Source: an optimization exercise on an open RTL-to-GDS flow (aim: small area, a short achievable clock period and few clock cycles per item). Production flows keep margins and buffers that such runs may drop. The RTL was checked by simulation tests, not by an equivalence proof against the original design. Power is estimated from default activity; no workload was simulated.

==> flow/design.v, too long to show whole: its modules and the start of the top module <==
// module neurona_mac: 1752 lines
// module neurona_mac_sal8: 19 lines
// module neurona_mac_fa: 10 lines
// module neurona_mac_c42: 17 lines
// module neurona_mac_c32: 16 lines
// module neurona_mac_ha: 9 lines
module neurona_mac #(
    parameter int Signo     = 1,
    parameter int Magnitud  = 7,
    parameter int Precision = 24,
    parameter int Width     = Signo + Magnitud + Precision,
    parameter int NEntradas = 4
) (
    input  logic             CLK,
    input  logic             RST,
    input  logic             Inicio,
    input  logic [Width-1:0] Sesgo,
    input  logic             EntradaValida,
    input  logic [Width-1:0] Entrada,
    input  logic [Width-1:0] Peso,
    output logic             Ocupado,
    output logic             Listo,
    output logic [Width-1:0] Salida,
    output logic             Error
);
  // ...
==> flow/flow/run.sh <==
#!/bin/bash
set -euo pipefail
MARGIN=$(cat flow/margin.txt)
bash standard.sh SETUP_SLACK_MARGIN=$MARGIN \
  "BUFFER_PORTS_ARGS=-buffer_cell sky130_fd_sc_hd__buf_1" \
  finish > orfs_make.log 2>&1
==> flow/flow/margin.txt <==
9.7
==> flow/standard.sh <==
#!/bin/bash
# synth_recipe.tcl (not shown) runs the flow's synth.tcl, then flattens the netlist and writes it again
# the make line also repeats each setting of config.mk as NAME=value (left out here)
make -C /OpenROAD-flow-scripts/flow DESIGN_CONFIG=/design/flow/config.mk WORK_HOME=/design/flow/orfs CLKGATE_MAP_FILE= SYNTH_SCRIPT=/design/flow/synth_recipe.tcl "${@:-finish}"
==> flow/config.mk <==
export PLATFORM = sky130hd
export DESIGN_NAME = neurona_mac
export DESIGN_NICKNAME = neurona_mac
export VERILOG_FILES = /design/flow/design.v
export SDC_FILE = /design/flow/constraint.sdc
export NUM_CORES = 4
export LEC_CHECK = 0
export CAP_MARGIN = 20
export CORE_MARGIN = 2
export CORE_UTILIZATION = 40
export SLEW_MARGIN = 20
export SYNTH_HIERARCHICAL = 1
export TNS_END_PERCENT = 0
==> flow/constraint.sdc <==
create_clock -name core_clock -period 13.5 [get_ports {CLK}]
set_input_delay 2.7000 -clock core_clock [delete_from_list [all_inputs] [get_ports {CLK}]]
set_output_delay 2.7000 -clock core_clock [all_outputs]
set_load 0.01 [all_outputs]
==> impl_metrics.toml, run 1 <==
[worst_setup_path]
critPathLaunch = "one1_q[9]$_DFF_P_"
cp-endpoint = "r2_q[18]$_DFF_P_"
cp.arrival_ns = 4.68
crit_chain = "a22oi_1 > xnor2_1 > fa_1 > fa_1 > fa_1 > fa_1 > fa_1 > ha_1"
crit_family = "adder cells"
r2r_cells = 8
slowest_delay_ns = 1.04

[logic_synthesis]
ys.flop_type = "dfxtp_1"
synth.mux.area_fraction_pct = 1.563
synth_cell_types = 74
synth_top_cell_by_area = "fa_1"
synth_xor_xnor_area_share_pct = 16.17
synth_edf_count = 0

[finish]
reg_top3 = "r1_q (52), r0_q (51), acc_q (35)"
area_growth_pct = 10.81
buffer_area_share_pct = 3.994
largest_reg_flops = 52
clkbuf_count = 47
seq_area_um2 = 6620
buffers = 245
clk_share_pct = 3.816

[status]
outcome = "finished clean"

[sta]
drv_slew = 0
holdWs_ns = 0.3256
tightest_slew_ns = 1.123
finalClockSkew_ns = 0.07106
fin_crit_ns = 4.200

[pwr]
seqPwrFrac_pct = 14.1
powerComb_mw = 8.09
peakVddDrop_v = 0.0002739

[cts]
cts_sinks = 317
htree_levels = 2
cts_buffers = 38
root_buffer = "clkbuf_16"
cts_resized = 62

[grt]
grt_pass1_wl_um = 162200

[placed_design]
place.gp.congestion = 0.9040

[drt]
ant_nets = 0

[min_path]
hold_path_class = "reg2reg"
hp-start = "sg1_q$_DFF_P_"

[floorplanning]
initial_core_util_pct = 40.18
io_pins = 135
Testbench counts, summed over its fixed seeds: cycles 3,584, items 512.
==> run 2, diff against run 1 <==
--- a/flow/design.v
+++ b/flow/design.v
@@ -44,57 +44,44 @@
             else if (toma) cuenta_q <= cuenta_q + 3'd1;
             v1_q <= toma;
             l1_q <= toma && (cuenta_q == 3'(NEntradas - 1));
             v2_q <= v1_q;
             l2_q <= l1_q;
         end
     end
     localparam bit GATE = 1;
-    localparam bit GATE_NEG = 0;   
-    localparam bit GATE_DIG = 0;   
+    localparam bit GATE_NEG = 1;   
+    localparam bit GATE_DIG = 1;   
     logic [31:0] e1_q;
     logic        sg1_q;
     logic [15:0] one1_q, two1_q, neg1_q;
     logic [32:0] wx;
     logic [15:0] one_d, two_d;
     assign wx = {Peso, 1'b0};
     always_comb begin
         for (int i = 0; i < 16; i++) begin
             one_d[i] = wx[2*i+1] ^ wx[2*i];
             two_d[i] = (wx[2*i+2] & ~wx[2*i+1] & ~wx[2*i]) | (~wx[2*i+2] & wx[2*i+1] & wx[2*i]);
         end
     end
     always_ff @(posedge CLK) begin
         sg1_q  <= Entrada[31] ^ Peso[31];
         e1_q   <= toma ? Entrada : 32'd0;
-        one1_q <= one_d;
-        two1_q <= two_d;
-        for (int i = 0; i < 16; i++) neg1_q[i] <= Peso[2*i+1];
+        one1_q <= toma ? one_d : 16'd0;
+        two1_q <= toma ? two_d : 16'd0;
+        for (int i = 0; i < 16; i++) neg1_q[i] <= toma & Peso[2*i+1];
     end
-    logic [15:0] onen1_q, twon1_q, negn1_q;
-    always_ff @(posedge CLK) begin
-        onen1_q <= ~(one_d & {16{toma | !GATE_DIG}});
-        twon1_q <= ~(two_d & {16{toma | !GATE_DIG}});
-        for (int i = 0; i < 16; i++) negn1_q[i] <= ~(Peso[2*i+1] & (toma | !GATE_NEG));
-    end
-    logic [33:0] ex, ey;
+    logic [33:0] ex;
     assign ex = {e1_q[31], e1_q, 1'b0};
-    assign ey = ex;
-    localparam int SPLIT = 17;   
     logic [32:0] pp [16];
     always_comb begin
         for (int i = 0; i < 16; i++)
             for (int j = 0; j < 33; j++)
-                if (i < 8)
-                    pp[i][j] = ((one1_q[i] & ex[j+1]) | (two1_q[i] & ex[j])) ^ neg1_q[i];
-                else if (j < SPLIT)
-                    pp[i][j] = ((one1_q[i] & ey[j+1]) | (two1_q[i] & ey[j])) ^ neg1_q[i];
-                else
-                    pp[i][j] = ((~onen1_q[i] & ey[j+1]) | (~twon1_q[i] & ey[j])) ^ ~negn1_q[i];
+                pp[i][j] = ((one1_q[i] & ex[j+1]) | (two1_q[i] & ex[j])) ^ neg1_q[i];
     end
     wire pps0 = ~pp[0][32];
     wire pps1 = ~pp[1][32];
     wire pps2 = ~pp[2][32];
     wire pps3 = ~pp[3][32];
     wire pps4 = ~pp[4][32];
     wire pps5 = ~pp[5][32];
     wire pps6 = ~pp[6][32];
@@ -1034,27 +1021,27 @@
     wire b_hs56, b_hc56;
     neurona_mac_ha u_b_ha56 (.a(b_hc54), .b(b_fs405), .s(b_hs56), .co(b_hc56));
     wire b_hs57, b_hc57;
     neurona_mac_ha u_b_ha57 (.a(1'b1), .b(pp[15][31]), .s(b_hs57), .co(b_hc57));
     wire b_hs58, b_hc58;
     neurona_mac_ha u_b_ha58 (.a(b_hs57), .b(b_fc405), .s(b_hs58), .co(b_hc58));
     wire b_hs59, b_hc59;
     neurona_mac_ha u_b_ha59 (.a(pps15), .b(b_hc57), .s(b_hs59), .co(b_hc59));
-    wire [11:0] lo_a = {b_hc8 , b_fs15 , b_fs11 , b_hc5 , b_fs5 , b_fs3 , b_fs1 , b_fs0 , b_hc0 , neg1_q[1] , pp[0][1] , pp[0][0]};
-    wire [11:0] lo_b = {b_hs9 , b_hs8 , b_hs7 , b_hs6 , b_hs5 , b_hs4 , b_hs3 , b_hs2 , b_hs1 , b_hs0 , 1'b0 , neg1_q[0]};
-    wire [12:0] lo_s = {1'b0, lo_a} + {1'b0, lo_b};
-    wire cl_d = lo_s[12];
-    wire [63:12] r0_d = {1'b1, b_hs59, b_hs58, b_hs56, b_hs55, b_hs53, b_hs52, b_hc49, b_hs49, b_hc46, b_hc44, b_hc42, b_hc41, b_fs376, b_hc39, b_fs365, b_hc37, b_hs37, b_hc36, b_hc35, b_fc321, b_fs320, b_fs312, b_fs302, b_fs293, b_hc31, b_hs31, b_fc249, b_hs30, b_fc224, b_hs29, b_fc197, b_fs197, b_hc26, b_fc159, b_hc24, b_fs147, b_fs136, b_fs125, b_fs115, b_fs105, b_fs96, b_fs87, b_fs78, b_fc63, b_fc55, b_hc14, b_hc13, b_hc12, b_hc11, b_fs29, b_hc9};
-    wire [63:12] r1_d = {b_hc59, b_hc58, b_hc56, b_hc55, b_hc53, b_hc52, b_hc50, b_hs50, b_hc47, b_hs47, b_hs46, b_hs44, b_hs42, b_hs41, b_hs40, b_hs39, b_hs38, b_fc345, b_fc337, b_hs36, b_hs35, b_hc33, b_hs33, b_hc32, b_hs32, b_fc272, b_fs272, b_hc30, b_fs249, b_hc29, b_fs224, b_hc28, b_hc27, b_fs184, b_fs171, b_hs25, b_hc23, b_hc22, b_hc21, b_hc20, b_hc19, b_hc18, b_hs18, b_hc17, b_hs17, b_fs63, b_hs15, b_hs14, b_hs13, b_hs12, b_hs11, b_hs10};
-    wire [63:12] r2_d = {1'b0, 1'b0, 1'b0, 1'b0, 1'b0, 1'b0, 1'b0, 1'b0, 1'b0, 1'b0, 1'b0, 1'b0, 1'b0, b_hc40, 1'b0, b_hc38, 1'b0, 1'b0, b_fs345, b_fs337, 1'b0, b_fs321, b_fc303, b_fs303, b_fc283, b_fs283, b_fc261, b_fs261, b_fc237, b_fs237, b_fc211, b_fs211, b_hs28, b_hs27, b_hs26, b_fs159, b_hs24, b_hs23, b_hs22, b_hs21, b_hs20, b_hs19, b_fc79, b_fs79, 1'b0, b_hc15, 1'b0, 1'b0, 1'b0, 1'b0, 1'b0, 1'b0};
+    wire [15:0] lo_a = {b_hc12 , b_hc11 , b_fs29 , b_hc9 , b_hc8 , b_fs15 , b_fs11 , b_hc5 , b_fs5 , b_fs3 , b_fs1 , b_fs0 , b_hc0 , neg1_q[1] , pp[0][1] , pp[0][0]};
+    wire [15:0] lo_b = {b_hs13 , b_hs12 , b_hs11 , b_hs10 , b_hs9 , b_hs8 , b_hs7 , b_hs6 , b_hs5 , b_hs4 , b_hs3 , b_hs2 , b_hs1 , b_hs0 , 1'b0 , neg1_q[0]};
+    wire [16:0] lo_s = {1'b0, lo_a} + {1'b0, lo_b};
+    wire cl_d = lo_s[16];
+    wire [63:16] r0_d = {1'b1, b_hs59, b_hs58, b_hs56, b_hs55, b_hs53, b_hs52, b_hc49, b_hs49, b_hc46, b_hc44, b_hc42, b_hc41, b_fs376, b_hc39, b_fs365, b_hc37, b_hs37, b_hc36, b_hc35, b_fc321, b_fs320, b_fs312, b_fs302, b_fs293, b_hc31, b_hs31, b_fc249, b_hs30, b_fc224, b_hs29, b_fc197, b_fs197, b_hc26, b_fc159, b_hc24, b_fs147, b_fs136, b_fs125, b_fs115, b_fs105, b_fs96, b_fs87, b_fs78, b_fc63, b_fc55, b_hc14, b_hc13};
+    wire [63:16] r1_d = {b_hc59, b_hc58, b_hc56, b_hc55, b_hc53, b_hc52, b_hc50, b_hs50, b_hc47, b_hs47, b_hs46, b_hs44, b_hs42, b_hs41, b_hs40, b_hs39, b_hs38, b_fc345, b_fc337, b_hs36, b_hs35, b_hc33, b_hs33, b_hc32, b_hs32, b_fc272, b_fs272, b_hc30, b_fs249, b_hc29, b_fs224, b_hc28, b_hc27, b_fs184, b_fs171, b_hs25, b_hc23, b_hc22, b_hc21, b_hc20, b_hc19, b_hc18, b_hs18, b_hc17, b_hs17, b_fs63, b_hs15, b_hs14};
+    wire [63:16] r2_d = {1'b0, 1'b0, 1'b0, 1'b0, 1'b0, 1'b0, 1'b0, 1'b0, 1'b0, 1'b0, 1'b0, 1'b0, 1'b0, b_hc40, 1'b0, b_hc38, 1'b0, 1'b0, b_fs345, b_fs337, 1'b0, b_fs321, b_fc303, b_fs303, b_fc283, b_fs283, b_fc261, b_fs261, b_fc237, b_fs237, b_fc211, b_fs211, b_hs28, b_hs27, b_hs26, b_fs159, b_hs24, b_hs23, b_hs22, b_hs21, b_hs20, b_hs19, b_fc79, b_fs79, 1'b0, b_hc15, 1'b0, 1'b0};
     logic sg2_q, cl2_q;
-    logic [63:12] r0_q;
-    logic [63:12] r1_q;
-    logic [63:12] r2_q;
+    logic [63:16] r0_q;
+    logic [63:16] r1_q;
+    logic [63:16] r2_q;
     always_ff @(posedge CLK) begin
         sg2_q <= sg1_q;
         cl2_q <= cl_d;
         r0_q <= r0_d;
         r1_q <= r1_d;
         r2_q <= r2_d;
     end
     logic [34:0] acc_q;
@@ -1148,21 +1135,21 @@
     wire c_hs75, c_hc75;
     neurona_mac_ha u_c_ha75 (.a(r0_q[60]), .b(r1_q[60]), .s(c_hs75), .co(c_hc75));
     wire c_hs76, c_hc76;
     neurona_mac_ha u_c_ha76 (.a(r0_q[61]), .b(r1_q[61]), .s(c_hs76), .co(c_hc76));
     wire c_hs77, c_hc77;
     neurona_mac_ha u_c_ha77 (.a(r0_q[62]), .b(r1_q[62]), .s(c_hs77), .co(c_hc77));
     wire c_hs78, c_hc78;
     neurona_mac_ha u_c_ha78 (.a(r0_q[63]), .b(r1_q[63]), .s(c_hs78), .co(c_hc78));
-    wire [63:12] pa = {c_hc77, c_hc76, c_hc75, c_hc74, c_hc73, c_hc72, c_hc71, c_hc70, c_hc69, c_hc68, c_hc67, c_hc66, c_hs66, c_hc65, c_hs65, c_hc64, c_hc63, c_hs63, c_fc429, c_hc62, c_hs62, c_fc427, c_fc426, c_fc425, c_fc424, c_fc423, c_fc422, c_fc421, c_fc420, c_fc419, c_fc418, c_fc417, c_fc416, c_fc415, c_fc414, c_fc413, c_fc412, c_fc411, c_fc410, c_fc409, c_fc408, c_fc407, c_fc406, c_hc61, c_hc60, r2_q[18], r0_q[17], r0_q[16], r0_q[15], r0_q[14], r0_q[13], r0_q[12]};
-    wire [63:12] pb = {c_hs78, c_hs77, c_hs76, c_hs75, c_hs74, c_hs73, c_hs72, c_hs71, c_hs70, c_hs69, c_hs68, c_hs67, c_fc432, c_fs432, c_fc431, c_fs431, c_hs64, c_fc430, c_fs430, c_fs429, c_fc428, c_fs428, c_fs427, c_fs426, c_fs425, c_fs424, c_fs423, c_fs422, c_fs421, c_fs420, c_fs419, c_fs418, c_fs417, c_fs416, c_fs415, c_fs414, c_fs413, c_fs412, c_fs411, c_fs410, c_fs409, c_fs408, c_fs407, c_fs406, c_hs61, c_hs60, r1_q[17], r1_q[16], r1_q[15], r1_q[14], r1_q[13], r1_q[12]};
+    wire [63:16] pa = {c_hc77, c_hc76, c_hc75, c_hc74, c_hc73, c_hc72, c_hc71, c_hc70, c_hc69, c_hc68, c_hc67, c_hc66, c_hs66, c_hc65, c_hs65, c_hc64, c_hc63, c_hs63, c_fc429, c_hc62, c_hs62, c_fc427, c_fc426, c_fc425, c_fc424, c_fc423, c_fc422, c_fc421, c_fc420, c_fc419, c_fc418, c_fc417, c_fc416, c_fc415, c_fc414, c_fc413, c_fc412, c_fc411, c_fc410, c_fc409, c_fc408, c_fc407, c_fc406, c_hc61, c_hc60, r2_q[18], r0_q[17], r0_q[16]};
+    wire [63:16] pb = {c_hs78, c_hs77, c_hs76, c_hs75, c_hs74, c_hs73, c_hs72, c_hs71, c_hs70, c_hs69, c_hs68, c_hs67, c_fc432, c_fs432, c_fc431, c_fs431, c_hs64, c_fc430, c_fs430, c_fs429, c_fc428, c_fs428, c_fs427, c_fs426, c_fs425, c_fs424, c_fs423, c_fs422, c_fs421, c_fs420, c_fs419, c_fs418, c_fs417, c_fs416, c_fs415, c_fs414, c_fs413, c_fs412, c_fs411, c_fs410, c_fs409, c_fs408, c_fs407, c_fs406, c_hs61, c_hs60, r1_q[17], r1_q[16]};
         wire        c24;
-    wire [12:0] mid_s = {1'b0, pa[23:12]} + {1'b0, pb[23:12]} + {12'd0, cl2_q};
-        assign c24 = mid_s[12];
+    wire [8:0] mid_s = {1'b0, pa[23:16]} + {1'b0, pb[23:16]} + {8'd0, cl2_q};
+        assign c24 = mid_s[8];
     wire s_hs79, s_hc79;
     neurona_mac_ha u_s_ha79 (.a(acc_q[0]), .b(pa[24]), .s(s_hs79), .co(s_hc79));
     wire s_fs433, s_fc433;
     neurona_mac_fa u_s_fa433 (.a(acc_q[1]), .b(pa[25]), .c(pb[25]), .s(s_fs433), .co(s_fc433));
     wire s_fs434, s_fc434;
     neurona_mac_fa u_s_fa434 (.a(acc_q[2]), .b(pa[26]), .c(pb[26]), .s(s_fs434), .co(s_fc434));
     wire s_fs435, s_fc435;
     neurona_mac_fa u_s_fa435 (.a(acc_q[3]), .b(pa[27]), .c(pb[27]), .s(s_fs435), .co(s_fc435));
==> run 2 against run 1 <==
  * Still clean on timing, DRC and antenna
  * Sequential cell count shrank 32
  * Setup slack gained 0.040 ns
  * Maximum frequency grew 0.97%
  * Core utilization grew 1.1 points
  * Sequential share of layout area shrank 1.9 points
  * Register-to-register slack gained 0.04 ns
  * Global-route usage grew 2.2 points
  * Cell area grew 2.7%
  * Clock skew shrank 0.030 ns
  * Largest cell class unchanged
==> impl_metrics.toml, run 2 <==
[finish]
antenna_cells = 0
final_common_cell = "xnor2_1"
fin_nets = 4002
largest_reg_flops = 48
drive_gt1_share_pct = 13.05
area_growth_pct = 13.15
final_cell_mix = "xnor2_1 (563), a22oi_1 (486), fa_1 (462)"
final_cell_area_um2 = 38100
fillerInstances = 7834
reg_top3 = "r1_q (48), r0_q (47), acc_q (35)"
regMostFlops = "r1_q"

[cts]
root_buffer = "clkbuf_16"
htree_levels = 2
cts_sinks = 285
max-clock-path-buffers = 3
path_clk_slew_ns = 0.06
cts_buffers = 36
cts_tree = "yes"
clock_latency_ns = 0.60

[floorplanning]
die_h_um = 294.2
io_pins = 135
core_um2 = 83560
initial_core_util_pct = 40.30
rows = 106
die_area_um2 = 86520
die_x_um = 294.2

[logic_synthesis]
synth_top_cells_by_count = "xnor2_1 (568), a22oi_1 (496), fa_1 (470)"
netlist_area_um2 = 33670
ys.flop_type = "dfxtp_1"
yosysTopAreaCellShare_pct = 27.94
synth_top_cell_by_area = "fa_1"
syn_inst = 3284
yosysWarnings = 9
synth_cell_types = 90
synth_edf_count = 0
yosysMostFrequentCell = "xnor2_1"
synthTopCellsByArea = "fa_1 (28%), xnor2_1 (15%), dfxtp_1 (14%)"
seq_area_frac_synth_pct = 17.60
ys_seq_elements = 285
synth-async-reset-ratio_pct = 15.44
postSynthAreaPerCell_um2 = 10.25

[min_path]
hold_depth = 0
hold_path_class = "reg2reg"
hold_end = "sg2_q$_DFF_P_"
hp-start = "sg1_q$_DFF_P_"

[drt]
ant_nets = 0
vias = 27113
drtIter0Drc = 3086
wire_per_inst_um = 26.81
routed_via_density = 6.220
firstDrtPassIters = 6
wl_um = 116900
drc = 0

[pwr]
seqPwrFrac_pct = 24.7
p_switching_mw = 1.932
netSwitchingFraction_pct = 46.07
p_int_mw = 2.261
p_per_area_nw_per_um2 = 110.1
p_leak_nw = 15.22
peakVddDrop_v = 0.0001924
clockPowerShare_pct = 23.7
comb_power_share_pct = 51.5

[worst_setup_path]
rrSetupSlack_ns = 9.34
endpoint_kind = "flip-flop"
r2r_cells = 11
critPathKind = "reg2reg"
crit_chain = "buf_12 > a22oi_2 > xnor2_1 > fa_2 > fa_2 > fa_1 > fa_1 > ha_4 > ha_4 > nand4_1 > o211ai_1"
cp.arrival_ns = 4.54
cp.required_ns = 13.88
crit_buf_inv = 1
crit_family = "adder cells"
crit_path_start_kind = "flip-flop"
r2r_end = "cl2_q$_DFF_P_"
r2r_start = "two1_q[1]$_SDFF_PN0_"
crit_fanout = 16
slowest_delay_ns = 0.61
critPathSlowestCell = "o211ai_1"

[sta]
finalHoldViolCount = 0
rsz0062_at_grt = "yes"
tightest_slew_ns = 1.060
fin_crit_ns = 4.159
finalClockSkew_ns = 0.04056
drv_slew = 0
fmax_mhz = 240.4
max-slew-margin-rel_pct = 29.24
finalSetupTns_ns = 0
period_share_pct = 30.81
finalSetupViolations = 0
holdWs_ns = 0.3257

[grt]
grt-ovfl-total = 0
grt_pass1_vias = 27431
grt.total_usage_pct = 26.59
grt_pass1_wl_um = 176100
grt_start_max_net_pins = 73
antenna_found_initial = 6

[placed_design]
place.gp.congestion = 0.9037
postPlaceCellArea_um2 = 34940
portBuffers = 134
dpl.hpwl_um = 72900

[status]
outcome = "finished clean"

[job]
maxCapViolCount = 0
## run 2: cell count changes after synthesis, sizes merged, moves of 19 or more
cell,change
a22oi,+119
o22ai,-119
buf,+33
nand2,-33
dfxtp,-32
nor4,+26
and3,+24
nor2,+23
inv,-21
clkbuf,-19
o211ai,+19
## run 2: routing by layer
metal  global-route usage [%]  share of wire [%]  vias to the layer above
met5                        0              0.047                        -
met4                    9.457                3.9                        8
met3                    7.628                 11                      333
met2                    40.92                 44                     1630
met1                    35.59                 41                    13534
li1                         -                  -                    11608
## run 2: power by group through the flow
stage,logic [mW],clock network (mW),registers [mW]
2_1_floorplan,1.48,0,1.01
3_3_place_gp,1.87,0,1.06
3_5_place_dp,1.87,0,1.06
4_1_cts,2.00,1.02,1.03
5_1_grt,2.35,1.05,1.05
6_report,2.16,0.996,1.04
## run 2: worst max-delay path by stage
stage                         startpoint                      to  slack (ns)  depth (start not counted)
floorplan               r2_q[17]$_DFF_P_  salida_q[22]$_DFF_PP0_        9.55                         13
detailed placement       r0_q[7]$_DFF_P_  salida_q[24]$_DFF_PP0_        7.66                         15
finish              two1_q[1]$_SDFF_PN0_           cl2_q$_DFF_P_        9.34                         11
CTS                 two1_q[1]$_SDFF_PN0_           cl2_q$_DFF_P_        9.42                         11
global route            r2_q[17]$_DFF_P_  salida_q[26]$_DFF_PP0_        9.25                         13
global placement         r0_q[7]$_DFF_P_  salida_q[24]$_DFF_PP0_        7.73                         15
## run 2: kinds of logic after synthesis
family | count (synthesis) | synth area share [%]
compound gates | 868 | 19.07
fa+ha+maj | 650 | 34.63
xor+xnor | 610 | 15.87
simple gates | 453 | 7.676
buf+inv | 407 | 4.774
flops | 285 | 17.60
mux | 10 | 0.3753
other cells | 1 | 0.01114
## run 2: timing repair
action / CTS / global route
hold buffers: 0 / 0
buffers inserted: 40 / 7
gates resized for setup: 187 / 61
endpoints found under the setup margin: 185 / 162
gates cloned: 16 / 3
pin swaps: 16 / 10
endpoints found under the hold margin: 0 / 0
## run 2: modules after synthesis, one instance, submodules excluded
module | flops+latches | copies in the design
neurona_mac_ha | 0 | 80
neurona_mac_fa | 0 | 467
neurona_mac_sal8 | 0 | 4
neurona_mac | 285 | 1
## run 2: metrics by stage
stage          setup slack [ns]  utilization [%]  instances  total power, mW
6_report                  9.341            45.60       4359            4.193
5_1_grt                   9.255            45.60       4359            4.447
4_1_cts                   9.418            45.18       4349            4.058
3_5_place_dp              7.659            41.82       4228            2.926
3_3_place_gp              7.731            41.82       4228            2.933
2_1_floorplan             9.555                -       3300            2.492
## run 2: cell type report
cell class | count | area (um^2) | area share (%)
inverter | 69 | 294.0 | 0.7717
timing repair buffer | 249 | 2171 | 5.697
sequential | 285 | 6083 | 15.97
clock inverter | 14 | 178.9 | 0.4696
tap | 1080 | 1351 | 3.546
multi-input combinational | 2609 | 26980 | 70.82
timing repair inverter | 2 | 23.77 | 0.06239
clock buffer | 51 | 1017 | 2.670
Testbench counts of run 2, summed over its fixed seeds: cycles 3,584, items 512.

==> re-timing with driven ports <==
No port has a modelled driver above. Below, the same layouts with a new extraction and two added sets of constraints. Step 1 sets driving cells, clkbuf_16 on the clock port and buf_2 on the other inputs (assumed; they add their load-dependent delay and slew). Step 2 times the ports against the registers' clock, not the clock port: input delays grow and output delays shrink by t, the midpoint of the rising clock arrivals with the driver on. a / b / c = ideal ports / drivers / drivers and shift; a / b = the first two.
run | t (ns) | setup WS [ns] | slew at the worst register clock pin (ns) | worst slew at a driven data input, ns
run 1 | 0.641 | 9.300 / 9.300 / 9.300 | 0.06 / 0.06 | 0.05
run 2 | 0.639 | 9.341 / 9.341 / 9.341 | 0.08 / 0.08 | 0.09
After both steps every run listed still meets setup and hold.
